What follows belongs to an exercise in optimizing a design on an open flow for small area, a short achievable clock period and few clock cycles per item; a production flow would make more cautious choices.
At most, simulation tests tie the RTL to the original design; equivalence was not proved.
Power and IR drop assume default switching activity.

==> inputs of run a <==
## queue_cmd_front
module queue_cmd_front #(
    parameter int PAYLOAD_SIZE = 24,
    parameter int ID_WIDTH     = 8,
    parameter int FIFO_SIZE    = 1024,
    parameter int PTR_WIDTH    = $clog2(FIFO_SIZE),
    parameter int QDATA_SIZE   = PAYLOAD_SIZE + ID_WIDTH
) (
    input  logic                    clk,
    input  logic                    reset,
    input  logic                    cmd_valid,
    output logic                    cmd_ready,
    input  logic [1:0]              cmd_op,
    input  logic [ID_WIDTH-1:0]     cmd_id,
    input  logic [PAYLOAD_SIZE-1:0] cmd_payload,
    output logic                    q_push_flag,
    output logic [QDATA_SIZE-1:0]   q_push_data,
    output logic                    q_pop_flag,
    input  logic [QDATA_SIZE-1:0]   q_pop_data,
    output logic                    q_remove_flag,
    output logic [PTR_WIDTH-1:0]    q_remove_index,
    input  logic                    q_full,
    input  logic                    q_empty,
    input  logic                    q_error_reg,
    input  logic                    q_error_rem,
    input  logic                    q_error_time,
    output logic                    rsp_valid,
    input  logic                    rsp_ready,
    output logic [2:0]              rsp_status,
    output logic [ID_WIDTH-1:0]     rsp_id,
    output logic [PAYLOAD_SIZE-1:0] rsp_payload
);
==> module queue_cmd_front, before the edit <==
module queue_cmd_front #(
    parameter int PAYLOAD_SIZE = 24,
    parameter int ID_WIDTH     = 8,
    parameter int FIFO_SIZE    = 1024,
    parameter int PTR_WIDTH    = $clog2(FIFO_SIZE),
    parameter int QDATA_SIZE   = PAYLOAD_SIZE + ID_WIDTH
) (
    input  logic                    clk,
    input  logic                    reset,
    input  logic                    cmd_valid,
    output logic                    cmd_ready,
    input  logic [1:0]              cmd_op,
    input  logic [ID_WIDTH-1:0]     cmd_id,
    input  logic [PAYLOAD_SIZE-1:0] cmd_payload,
    output logic                    q_push_flag,
    output logic [QDATA_SIZE-1:0]   q_push_data,
    output logic                    q_pop_flag,
    input  logic [QDATA_SIZE-1:0]   q_pop_data,
    output logic                    q_remove_flag,
    output logic [PTR_WIDTH-1:0]    q_remove_index,
    input  logic                    q_full,
    input  logic                    q_empty,
    input  logic                    q_error_reg,
    input  logic                    q_error_rem,
    input  logic                    q_error_time,
    output logic                    rsp_valid,
    input  logic                    rsp_ready,
    output logic [2:0]              rsp_status,
    output logic [ID_WIDTH-1:0]     rsp_id,
    output logic [PAYLOAD_SIZE-1:0] rsp_payload
);
    localparam int DEPTH = 2 ** ID_WIDTH;
    localparam logic [1:0] OP_ADD    = 2'd0;
    localparam logic [1:0] OP_CANCEL = 2'd1;
    localparam logic [1:0] OP_POP    = 2'd2;
    localparam logic [2:0] ST_OK    = 3'd0;
    localparam logic [2:0] ST_DUP   = 3'd1;
    localparam logic [2:0] ST_NF    = 3'd2;
    localparam logic [2:0] ST_FULL  = 3'd3;
    localparam logic [2:0] ST_EMPTY = 3'd4;
    localparam logic [2:0] ST_QERR  = 3'd5;
    logic [DEPTH-1:0]        live;
    logic [PTR_WIDTH-1:0]    slot_mem [DEPTH];
    logic [PTR_WIDTH-1:0]    tail;
    logic                    d_v;
    logic [1:0]              d_op;
    logic [ID_WIDTH-1:0]     d_id;
    logic [PAYLOAD_SIZE-1:0] d_pl;
    logic                    d_live;    
    logic                    d_pm;      
    logic [PTR_WIDTH-1:0]    d_slot;
    logic                    p_v;
    logic [ID_WIDTH-1:0]     p_id;
    logic                    r_v;
    logic                    r_fresh;   
    logic [2:0]              r_st;
    logic [ID_WIDTH-1:0]     r_id;
    logic [PAYLOAD_SIZE-1:0] r_pl;
    logic q_err, hit, go, act, push, rem, pop, acc, p_clr;
    logic [2:0] d_st, fin_st;
    logic f_live;
    logic [PTR_WIDTH-1:0] f_slot;
    assign q_err  = q_error_reg | q_error_rem | q_error_time;
    assign hit    = d_live & ~(d_pm & ~q_err);
    assign go     = ~r_v | rsp_ready;
    assign act    = d_v & go;
    assign push   = act & (d_op == OP_ADD) & ~hit & ~q_full;
    assign rem    = act & (d_op == OP_CANCEL) & hit;
    assign pop    = act & (d_op == OP_POP) & ~q_empty;
    assign p_clr  = p_v & ~q_err;
    assign cmd_ready = reset & (~d_v | go);
    assign acc       = cmd_valid & cmd_ready;
    assign q_push_flag    = push;
    assign q_pop_flag     = pop;
    assign q_remove_flag  = rem;
    assign q_push_data    = {d_pl, d_id};
    assign q_remove_index = d_slot;
    assign fin_st      = (r_fresh & q_err) ? ST_QERR : r_st;
    assign rsp_valid   = r_v;
    assign rsp_status  = fin_st;
    assign rsp_id      = r_id;
    assign rsp_payload = r_pl;
    always_comb begin
        unique case (d_op)
            OP_ADD:    d_st = hit ? ST_DUP : (q_full ? ST_FULL : ST_OK);
            OP_CANCEL: d_st = hit ? ST_OK : ST_NF;
            OP_POP:    d_st = q_empty ? ST_EMPTY : ST_OK;
            default:   d_st = ST_NF;
        endcase
    end
    always_comb begin
        if (d_v && (d_op == OP_ADD || d_op == OP_CANCEL) && d_id == cmd_id)
            f_live = (d_op == OP_ADD) & (hit | ~q_full);
        else
            f_live = live[cmd_id] & ~(p_clr && p_id == cmd_id);
        f_slot = (push && d_id == cmd_id) ? tail : slot_mem[cmd_id];
    end
    always_ff @(posedge clk or negedge reset) begin
        if (!reset) begin
            d_v     <= 1'b0;
            p_v     <= 1'b0;
            r_v     <= 1'b0;
            r_fresh <= 1'b0;
            live    <= '0;
            tail    <= '0;
        end else begin
            if (acc) begin
                d_v    <= 1'b1;
                d_live <= f_live;
                d_pm   <= pop && q_pop_data[ID_WIDTH-1:0] == cmd_id;
            end else if (act) begin
                d_v    <= 1'b0;
            end else begin
                d_live <= hit;
                d_pm   <= 1'b0;
            end
            p_v <= pop;
            if (act) begin
                r_v     <= 1'b1;
                r_fresh <= push | rem | pop;
            end else begin
                if (rsp_ready) r_v <= 1'b0;
                r_fresh <= 1'b0;
            end
            if (p_clr) live[p_id] <= 1'b0;
            if (push)  live[d_id] <= 1'b1;
            if (rem)   live[d_id] <= 1'b0;
            if (push)  tail <= tail + 1'b1;
        end
    end
    always_ff @(posedge clk) begin
        if (acc) begin
            d_op   <= cmd_op;
            d_id   <= cmd_id;
            d_pl   <= cmd_payload;
            d_slot <= f_slot;
        end
        if (pop) p_id <= q_pop_data[ID_WIDTH-1:0];
        if (act) begin
            r_st <= d_st;
            if (d_op == OP_POP) begin
                r_id <= q_empty ? '0 : q_pop_data[ID_WIDTH-1:0];
                r_pl <= q_empty ? '0 : q_pop_data[QDATA_SIZE-1:ID_WIDTH];
            end else begin
                r_id <= d_id;
                r_pl <= '0;
            end
        end else begin
            r_st <= fin_st;
        end
        if (push) slot_mem[d_id] <= tail;
    end
endmodule
clock: 6.5 ns
lec_check: 0
cap_margin: 20
core_margin: 2
core_utilization: 40
slew_margin: 20
run.sh (not shown) runs the stock make flow with config.mk's settings and CLKGATE_MAP_FILE= SYNTH_SCRIPT=/design/flow/synth_recipe.tcl, a recipe that flattens the netlist after the stock synthesis.
==> run b (differences from run a) <==
--- a/flow/design.v
+++ b/flow/design.v
@@ -94,4 +94,4 @@
         else
-            f_live = live[cmd_id] & ~(p_clr && p_id == cmd_id);
-        f_slot = (push && d_id == cmd_id) ? tail : slot_mem[cmd_id];
+            f_live = live_rd & ~(p_clr && p_id == cmd_id);
+        f_slot = (push && d_id == cmd_id) ? tail : slot_rd;
     end
@@ -124,5 +124,3 @@
             end
-            if (p_clr) live[p_id] <= 1'b0;
-            if (push)  live[d_id] <= 1'b1;
-            if (rem)   live[d_id] <= 1'b0;
+            live <= live_nx;
             if (push)  tail <= tail + 1'b1;
@@ -150,3 +148,23 @@
         end
-        if (push) slot_mem[d_id] <= tail;
+    end
+    logic [DEPTH-1:0] r_sel, w_sel, p_sel, live_nx;
+    logic live_rd;
+    logic [PTR_WIDTH-1:0] slot_rd;
+    always_comb begin
+        live_rd = 1'b0;
+        slot_rd = '0;
+        for (int i = 0; i < DEPTH; i++) begin
+            r_sel[i] = (cmd_id == ID_WIDTH'(i));
+            w_sel[i] = (d_id == ID_WIDTH'(i));
+            p_sel[i] = (p_id == ID_WIDTH'(i));
+            live_rd  = live_rd | (r_sel[i] & live[i]);
+            slot_rd  = slot_rd | ({PTR_WIDTH{r_sel[i]}} & slot_mem[i]);
+            live_nx[i] = (push & w_sel[i]) |
+                         (live[i] & ~(rem & w_sel[i]) & ~(p_clr & p_sel[i]));
+        end
+    end
+    for (genvar i = 0; i < DEPTH; i++) begin : g_slot
+        always_ff @(posedge clk) begin
+            if (push & w_sel[i]) slot_mem[i] <= tail;
+        end
     end
SETUP_SLACK_MARGIN = 3.3   (was not set)
==> run c (differences from run a) <==
--- a/flow/design.v
+++ b/flow/design.v
@@ -44,4 +44,3 @@
     logic [PTR_WIDTH-1:0]    tail;
-    logic                    d_v;
-    logic [1:0]              d_op;
+    logic                    d_add, d_can, d_pop, d_rsv;
     logic [ID_WIDTH-1:0]     d_id;
@@ -50,5 +49,10 @@
     logic                    d_pm;      
-    logic [PTR_WIDTH-1:0]    d_slot;
-    logic                    p_v;
-    logic [ID_WIDTH-1:0]     p_id;
+    logic [1:0][PTR_WIDTH-1:0] d_slot;  
+    logic                    d_fsel;    
+    logic [PTR_WIDTH-1:0]    d_fval;    
+    logic                    w_push, w_rem, w_pop;
+    logic [ID_WIDTH-1:0]     w_id;
+    logic [15:0]             w_lo, w_hi;    
+    localparam int NBANK = 4;
+    logic [PTR_WIDTH-1:0]    w_slot [NBANK];
     logic                    r_v;
@@ -58,15 +62,15 @@
     logic [PAYLOAD_SIZE-1:0] r_pl;
-    logic q_err, hit, go, act, push, rem, pop, acc, p_clr;
+    logic q_err, d_v, amb, go, act, push, rem, pop, acc, w_en, w_val;
     logic [2:0] d_st, fin_st;
-    logic f_live;
-    logic [PTR_WIDTH-1:0] f_slot;
+    logic f_live, f_pm, f_fsel;
+    logic [PTR_WIDTH-1:0] f_fval;
     assign q_err  = q_error_reg | q_error_rem | q_error_time;
-    assign hit    = d_live & ~(d_pm & ~q_err);
+    assign d_v    = d_add | d_can | d_pop | d_rsv;
+    assign amb    = d_live & d_pm & (d_add | d_can);
     assign go     = ~r_v | rsp_ready;
-    assign act    = d_v & go;
-    assign push   = act & (d_op == OP_ADD) & ~hit & ~q_full;
-    assign rem    = act & (d_op == OP_CANCEL) & hit;
-    assign pop    = act & (d_op == OP_POP) & ~q_empty;
-    assign p_clr  = p_v & ~q_err;
-    assign cmd_ready = reset & (~d_v | go);
+    assign act    = d_v & go & ~amb;
+    assign push   = d_add & go & ~d_live & ~q_full;
+    assign rem    = d_can & go & d_live & ~d_pm;
+    assign pop    = d_pop & go & ~q_empty;
+    assign cmd_ready = reset & (~d_v | (go & ~amb));
     assign acc       = cmd_valid & cmd_ready;
@@ -76,3 +80,3 @@
     assign q_push_data    = {d_pl, d_id};
-    assign q_remove_index = d_slot;
+    assign q_remove_index = d_fsel ? d_fval : d_slot[d_id[ID_WIDTH-1]];
     assign fin_st      = (r_fresh & q_err) ? ST_QERR : r_st;
@@ -83,15 +87,22 @@
     always_comb begin
-        unique case (d_op)
-            OP_ADD:    d_st = hit ? ST_DUP : (q_full ? ST_FULL : ST_OK);
-            OP_CANCEL: d_st = hit ? ST_OK : ST_NF;
-            OP_POP:    d_st = q_empty ? ST_EMPTY : ST_OK;
-            default:   d_st = ST_NF;
-        endcase
-    end
+        d_st = ST_OK;
+        if (d_add)      d_st = d_live ? ST_DUP : (q_full ? ST_FULL : ST_OK);
+        else if (d_can) d_st = d_live ? ST_OK : ST_NF;
+        else if (d_pop) d_st = q_empty ? ST_EMPTY : ST_OK;
+        else            d_st = ST_NF;
+    end
+    assign w_en  = w_push | w_rem | (w_pop & ~q_err);
+    assign w_val = w_push;
+    logic live_rd;
+    logic [1:0][PTR_WIDTH-1:0] slot_rd2;
     always_comb begin
-        if (d_v && (d_op == OP_ADD || d_op == OP_CANCEL) && d_id == cmd_id)
-            f_live = (d_op == OP_ADD) & (hit | ~q_full);
+        if ((d_add | d_can) && d_id == cmd_id)
+            f_live = d_add & (d_live | ~q_full);
+        else if ((w_push | w_rem | w_pop) && w_id == cmd_id)
+            f_live = w_pop ? (live_rd & q_err) : w_push;
         else
-            f_live = live[cmd_id] & ~(p_clr && p_id == cmd_id);
-        f_slot = (push && d_id == cmd_id) ? tail : slot_mem[cmd_id];
+            f_live = live_rd;
+        f_pm = pop && q_pop_data[ID_WIDTH-1:0] == cmd_id;
+        f_fsel = (push && d_id == cmd_id) || (w_push && w_id == cmd_id);
+        f_fval = (push && d_id == cmd_id) ? tail : tail - 1'b1;
     end
@@ -99,4 +110,9 @@
         if (!reset) begin
-            d_v     <= 1'b0;
-            p_v     <= 1'b0;
+            d_add   <= 1'b0;
+            d_can   <= 1'b0;
+            d_pop   <= 1'b0;
+            d_rsv   <= 1'b0;
+            w_push  <= 1'b0;
+            w_rem   <= 1'b0;
+            w_pop   <= 1'b0;
             r_v     <= 1'b0;
@@ -107,12 +123,15 @@
             if (acc) begin
-                d_v    <= 1'b1;
-                d_live <= f_live;
-                d_pm   <= pop && q_pop_data[ID_WIDTH-1:0] == cmd_id;
+                d_add <= cmd_op == OP_ADD;
+                d_can <= cmd_op == OP_CANCEL;
+                d_pop <= cmd_op == OP_POP;
+                d_rsv <= cmd_op == 2'd3;
             end else if (act) begin
-                d_v    <= 1'b0;
-            end else begin
-                d_live <= hit;
-                d_pm   <= 1'b0;
-            end
-            p_v <= pop;
+                d_add <= 1'b0;
+                d_can <= 1'b0;
+                d_pop <= 1'b0;
+                d_rsv <= 1'b0;
+            end
+            w_push <= push;
+            w_rem  <= rem;
+            w_pop  <= pop;
             if (act) begin
@@ -124,6 +143,4 @@
             end
-            if (p_clr) live[p_id] <= 1'b0;
-            if (push)  live[d_id] <= 1'b1;
-            if (rem)   live[d_id] <= 1'b0;
-            if (push)  tail <= tail + 1'b1;
+            live <= live_nx;
+            if (push) tail <= tail + 1'b1;
         end
@@ -132,11 +149,21 @@
         if (acc) begin
-            d_op   <= cmd_op;
             d_id   <= cmd_id;
             d_pl   <= cmd_payload;
-            d_slot <= f_slot;
-        end
-        if (pop) p_id <= q_pop_data[ID_WIDTH-1:0];
+            d_slot <= slot_rd2;
+            d_fsel <= f_fsel;
+            d_fval <= f_fval;
+            d_live <= f_live;
+            d_pm   <= f_pm;
+        end else if (!act) begin
+            d_live <= d_live & ~(d_pm & ~q_err);
+            d_pm   <= 1'b0;
+        end
+        w_id <= pop ? q_pop_data[ID_WIDTH-1:0] : d_id;
+        w_lo <= 16'(1) << (pop ? q_pop_data[3:0] : d_id[3:0]);
+        w_hi <= 16'(1) << (pop ? q_pop_data[7:4] : d_id[7:4]);
+        for (int b = 0; b < NBANK; b++)
+            if (push && d_id[ID_WIDTH-1 -: 2] == 2'(b)) w_slot[b] <= tail;
         if (act) begin
             r_st <= d_st;
-            if (d_op == OP_POP) begin
+            if (d_pop) begin
                 r_id <= q_empty ? '0 : q_pop_data[ID_WIDTH-1:0];
@@ -150,3 +177,27 @@
         end
-        if (push) slot_mem[d_id] <= tail;
+    end
+    for (genvar l = 0; l <= ID_WIDTH; l++) begin : g_rd
+        logic [PTR_WIDTH:0] n [2 ** (ID_WIDTH - l)];
+        for (genvar j = 0; j < 2 ** (ID_WIDTH - l); j++) begin : g_n
+            if (l == 0) begin : g_leaf
+                assign n[j] = {live[j], slot_mem[j]};
+            end else begin : g_mux
+                assign n[j] = cmd_id[l-1] ? g_rd[l-1].n[2*j+1] : g_rd[l-1].n[2*j];
+            end
+        end
+    end
+    assign live_rd     = g_rd[ID_WIDTH].n[0][PTR_WIDTH];
+    assign slot_rd2[0] = g_rd[ID_WIDTH-1].n[0][PTR_WIDTH-1:0];
+    assign slot_rd2[1] = g_rd[ID_WIDTH-1].n[1][PTR_WIDTH-1:0];
+    logic [DEPTH-1:0] w_sel, live_nx;
+    always_comb begin
+        for (int i = 0; i < DEPTH; i++) begin
+            w_sel[i]   = w_lo[i % 16] & w_hi[i / 16];
+            live_nx[i] = (w_en & w_sel[i]) ? w_val : live[i];
+        end
+    end
+    for (genvar i = 0; i < DEPTH; i++) begin : g_slot
+        always_ff @(posedge clk) begin
+            if (w_push & w_sel[i]) slot_mem[i] <= w_slot[i / (DEPTH / NBANK)];
+        end
     end
CORE_UTILIZATION = 55   (was 40)
CTS_BUF_LIST = sky130_fd_sc_hd__clkbuf_16   (was not set)
CTS_CLUSTER_DIAMETER = 60   (was not set)
CTS_CLUSTER_SIZE = 30   (was not set)
SETUP_SLACK_MARGIN = 3.3   (was not set)
==> summary of the runs <==
Run c passed the timing, DRC and antenna checks. Run b never finished: it broke off in global routing (5_1_grt). Run a went through all stages and came out clean.
Of run c and run a, run a has the higher clock-buffer cell count (gap 188).
Between run a and run c, the lower clock skew is in run c (gap 14 ps).
Of run a and run c, run c has the higher sequential share of layout area (gap 2.5 points).
Between run a and run c, the lower register-to-register slack is in run a (gap 1600 ps).
Design area: run c is lower than run a (1.1%).
Area after synthesis: run c > run a > run b.
Against run c, the combinational power of run a is lower by about 9%.
In run a the sequential cell count is lower than in run c, by 96.
Of run c and run a, run a has the higher wire length (gap 10%, measured against run a).
In run a the cell count is higher than in run c, by about 25%.
==> figures <==
Fraction of post-synthesis cell area in the top cell type by area: run c 68.8%; run a 67.7%; run b 71.4%
Clock buffer count: run c 191; run a 379; run b -
Count of flip-flops with a built-in enable after synthesis: run c 2697; run a 2646; run b 2646
Dominant power group: run c registers; run a registers; run b -
Final count of negative-setup-slack endpoints: run c 0; run a 0; run b -
CTS Sinks: run c 3015; run a 2919; run b 2919
Yosys warnings: run c 12; run a 1; run b 2
Final instance area: run c 133000 µm²; run a 134000 µm²; run b -
Number of logic stages on the critical path including buffering: run c 5; run a 6; run b -
Worst endpoint required time: run c 5200 ps; run a 5200 ps; run b -
Setup crit end: run c q_remove_index[2]; run a q_push_flag; run b -
Status: run c timing/DRC/antenna clean; run a timing/DRC/antenna clean; run b did not finish
Last stage reached: run c -; run a -; run b global routing (5_1_grt)
Average footprint of a synthesized cell: run c 21.4 µm²; run a 18.2 µm²; run b 16.1 µm²
Tightest Hold Check Type: run c in2async; run a in2async; run b -
Worst Path Buf+Inv: run c 3; run a 3; run b -
Final GP Congestion: run c 0.873; run a 0.897; run b 1.25
Overall Power: run c 36.8 mW; run a 40.2 mW; run b -
Clock tree from TritonCTS: run c done; run a done; run b -
Horizontal extent of the die: run c 467 µm; run a 546 µm; run b 531 µm
PD cells: run c 277 nW/µm²; run a 299 nW/µm²; run b -
Number of antenna diodes: run c 6; run a 9; run b -
Post-layout min period: run c 3490 ps; run a 5370 ps; run b -
Testbench counts of run a, summed over its fixed seeds: cycles 16,016, commands 16,000.
Testbench counts of run c, summed over its fixed seeds: cycles 16,081, commands 16,000.
Function not checked in run b: the RTL went through the layout flow alone.

-- separate check: timing with driven ports --
The results above use ideal ports. As a check the final layouts listed here were re-extracted and re-timed, cells and wires unchanged.
Step 1: set_driving_cell puts a clkbuf_16 on clk and a buf_2 on each other input, an assumption about the parent block.
Step 2 also shifts input and output timing later by t, the mid clock arrival at the registers, as if the neighbouring blocks saw the same clock.
Slacks: ideal ports / drivers / drivers and shift; pairs: ideal ports / drivers.
run | shift t [ns] | setup WS [ns] | worst register clock-pin slew, ns | worst data-port slew with drivers (ns)
run a | 0.958 | 1.135 / 1.107 / 0.690 | 0.07 / 0.07 | 0.28
run c | 0.971 | 3.006 / 2.844 / 1.873 | 0.11 / 0.11 | 0.34
After both steps setup and hold are still met in every run listed. For run c, which loses most, drivers alone change the setup slack by -0.162 ns; drivers and shift together by -1.133 ns.
